Background: an optimization exercise with open tools, aiming at small area and a short achievable clock period. Do not read the settings as production practice.
Power figures rest on the tool's default switching activity, not on a simulated workload.

== run a ==
## sample_fifo
module sample_fifo #(
   parameter int DEPTH       = sdr_pkg::FIFO_DEPTH,
   parameter int WIDTH       = sdr_pkg::SAMPLE_W,
   parameter int AFULL_LEVEL = DEPTH - 64
) (
   input  logic                   clk,
   input  logic                   rst_n,
   input  logic [WIDTH-1:0]       wr_data,
   input  logic                   wr_en,
   output logic                   full,
   output logic                   almost_full,
   input  logic                   read,
   output logic [WIDTH-1:0]       sample,
   output logic                   empty,
   output logic [$clog2(DEPTH):0] level,
   input  logic                   i_stats_clr,
   output logic [sdr_pkg::STAT_W-1:0]      o_overflow_cnt,
   output logic [sdr_pkg::STAT_W-1:0]      o_underflow_cnt
);
   localparam int AW = $clog2(DEPTH);
   localparam int LW = AW + 1;
   localparam int NB = 16;                 
   localparam int BW = $clog2(NB);
   localparam int RW = AW - BW;
   localparam int NW = DEPTH / NB;
   function automatic logic [LW-1:0] f_inc(input logic [LW-1:0] x);
      logic c;
      c = 1'b1;
      for (int k = 0; k < LW; k++) begin
         f_inc[k] = x[k] ^ c;
         c        = c & x[k];
      end
   endfunction
  ...
Size: about 66 I/O pins.
export LEC_CHECK = 0
export ABC_CLOCK_PERIOD_IN_PS = 2500
export CAP_MARGIN = 20
export CORE_MARGIN = 2
export CORE_UTILIZATION = 55
export CTS_CLUSTER_DIAMETER = 100
export CTS_CLUSTER_SIZE = 30
export SETUP_SLACK_MARGIN = 2.0
export SLEW_MARGIN = 20
export SYNTH_MEMORY_MAX_BITS = 8192
create_clock -name core_clock -period 4.8 [get_ports {clk}]
run.sh (not shown) runs the stock make flow with config.mk's settings and CLKGATE_MAP_FILE= SYNTH_SCRIPT=/design/flow/synth_recipe.tcl, a recipe that flattens the netlist after the stock synthesis.
For run b, these inputs were changed with respect to run a:
-- flow/design.v --
<<< run a, line 12
   input  logic                                   clk,
   input  logic                                   i_we,
   input  logic                                   i_push,
   input  logic [$clog2(DEPTH)-1:0]               i_waddr,
   input  logic [NB-1:0]                          i_wlo,
>>> run b, line 12
   input  logic                                   clk,
   input  logic                                   i_we,
   input  logic [$clog2(DEPTH)-1:0]               i_waddr,
   input  logic [NB-1:0]                          i_wlo,
<<< run a, line 28
   assign w_wlo_n = ~(i_wlo & {NB{i_we}});
   for (genvar i = 0; i < DEPTH; i++) begin : g_word
      logic             w_sel, w_hold;
      logic [WIDTH-1:0] r_q;
      assign w_sel  = ~(w_wlo_n[i % NB] | i_whi_n[i / NB]);
      assign w_hold = ~(w_sel & i_push);
      always_ff @(posedge clk)
         r_q <= (r_q & {WIDTH{w_hold}}) | (i_wdata & {WIDTH{w_sel}});
      assign w_word[i % NB][i / NB] = r_q;
   end
>>> run b, line 27
   assign w_wlo_n = ~(i_wlo & {NB{i_we}});
   for (genvar i = 0; i < DEPTH; i++) begin : g_word
      logic [WIDTH-1:0] r_q;
      always_ff @(posedge clk)
         if (~(w_wlo_n[i % NB] | i_whi_n[i / NB])) r_q <= i_wdata;
      assign w_word[i % NB][i / NB] = r_q;
   end
<<< run a, line 168
      .clk     (clk),
      .i_we    (r_can_wr),
      .i_push  (wr_en),
      .i_waddr (r_wr_ptr),
      .i_wlo   (r_wlo),
>>> run b, line 164
      .clk     (clk),
      .i_we    (r_can_wr),
      .i_waddr (r_wr_ptr),
      .i_wlo   (r_wlo),
==> run summary <==
From run a to run b the numbers moved as follows: critical path data arrival time went down by 0.28 ns; relative contribution of combinational cells to total power went down by 0.6 points. Run b vs run a — largest driver fanout on the critical path rose 20. Run b ends up with a placed wire-length estimate after detailed placement that is 15% lower than in run a. Between run a and run b, the flow reports total power increasing by a little under 10%. Number of stages on the worst setup path for run b: 1 up relative to run a. met2 wire length went down by a few percent going from run a to run b. Going from run a to run b, share of synthesized area spent on multiplexers shrinks by 1.0 points. Run a vs run b, class of the tightest hold or removal check: input pin to async pin vs input pin to flop. Run b — achievable clock frequency 1.5 MHz lower, run a as reference. Going from run a to run b, cell internal power dissipation went up by 5.3 mW, area overhead of the layout relative to synthesis grew by 0.47 points.
Function was not checked in any run of this note: the RTL went through the layout flow alone.

what the ideal ports hide:
The flow's constraints put no driver on any port. The routed layouts listed below were extracted and timed again, unchanged, in two steps. Step 1, drivers: a clkbuf_16 drives clk and a buf_2 each remaining input, both assumed. Step 2 moves the port delays by t, midway between the first and last clock arrival at a register: inputs arrive t later, outputs are due t later. That takes back most of the time a late clock gives input paths. Three values: ideal ports, drivers, drivers and shift; two values: the first two.
| run | t (ns) | setup slack, ns | worst setup path at the end | worst register clock-pin slew, ns |
|---|---|---|---|---|
| run a | 1.023 | 1.978 / 1.978 / 1.110 | input to register | 0.12 / 0.12 |
| run b | 1.006 | 1.966 / 1.966 / 1.062 | input to register | 0.12 / 0.12 |
After both steps setup and hold are still met in every run listed. The setup slack of run b, which loses most, moves by 0.000 ns with the drivers and by -0.904 ns with both steps.
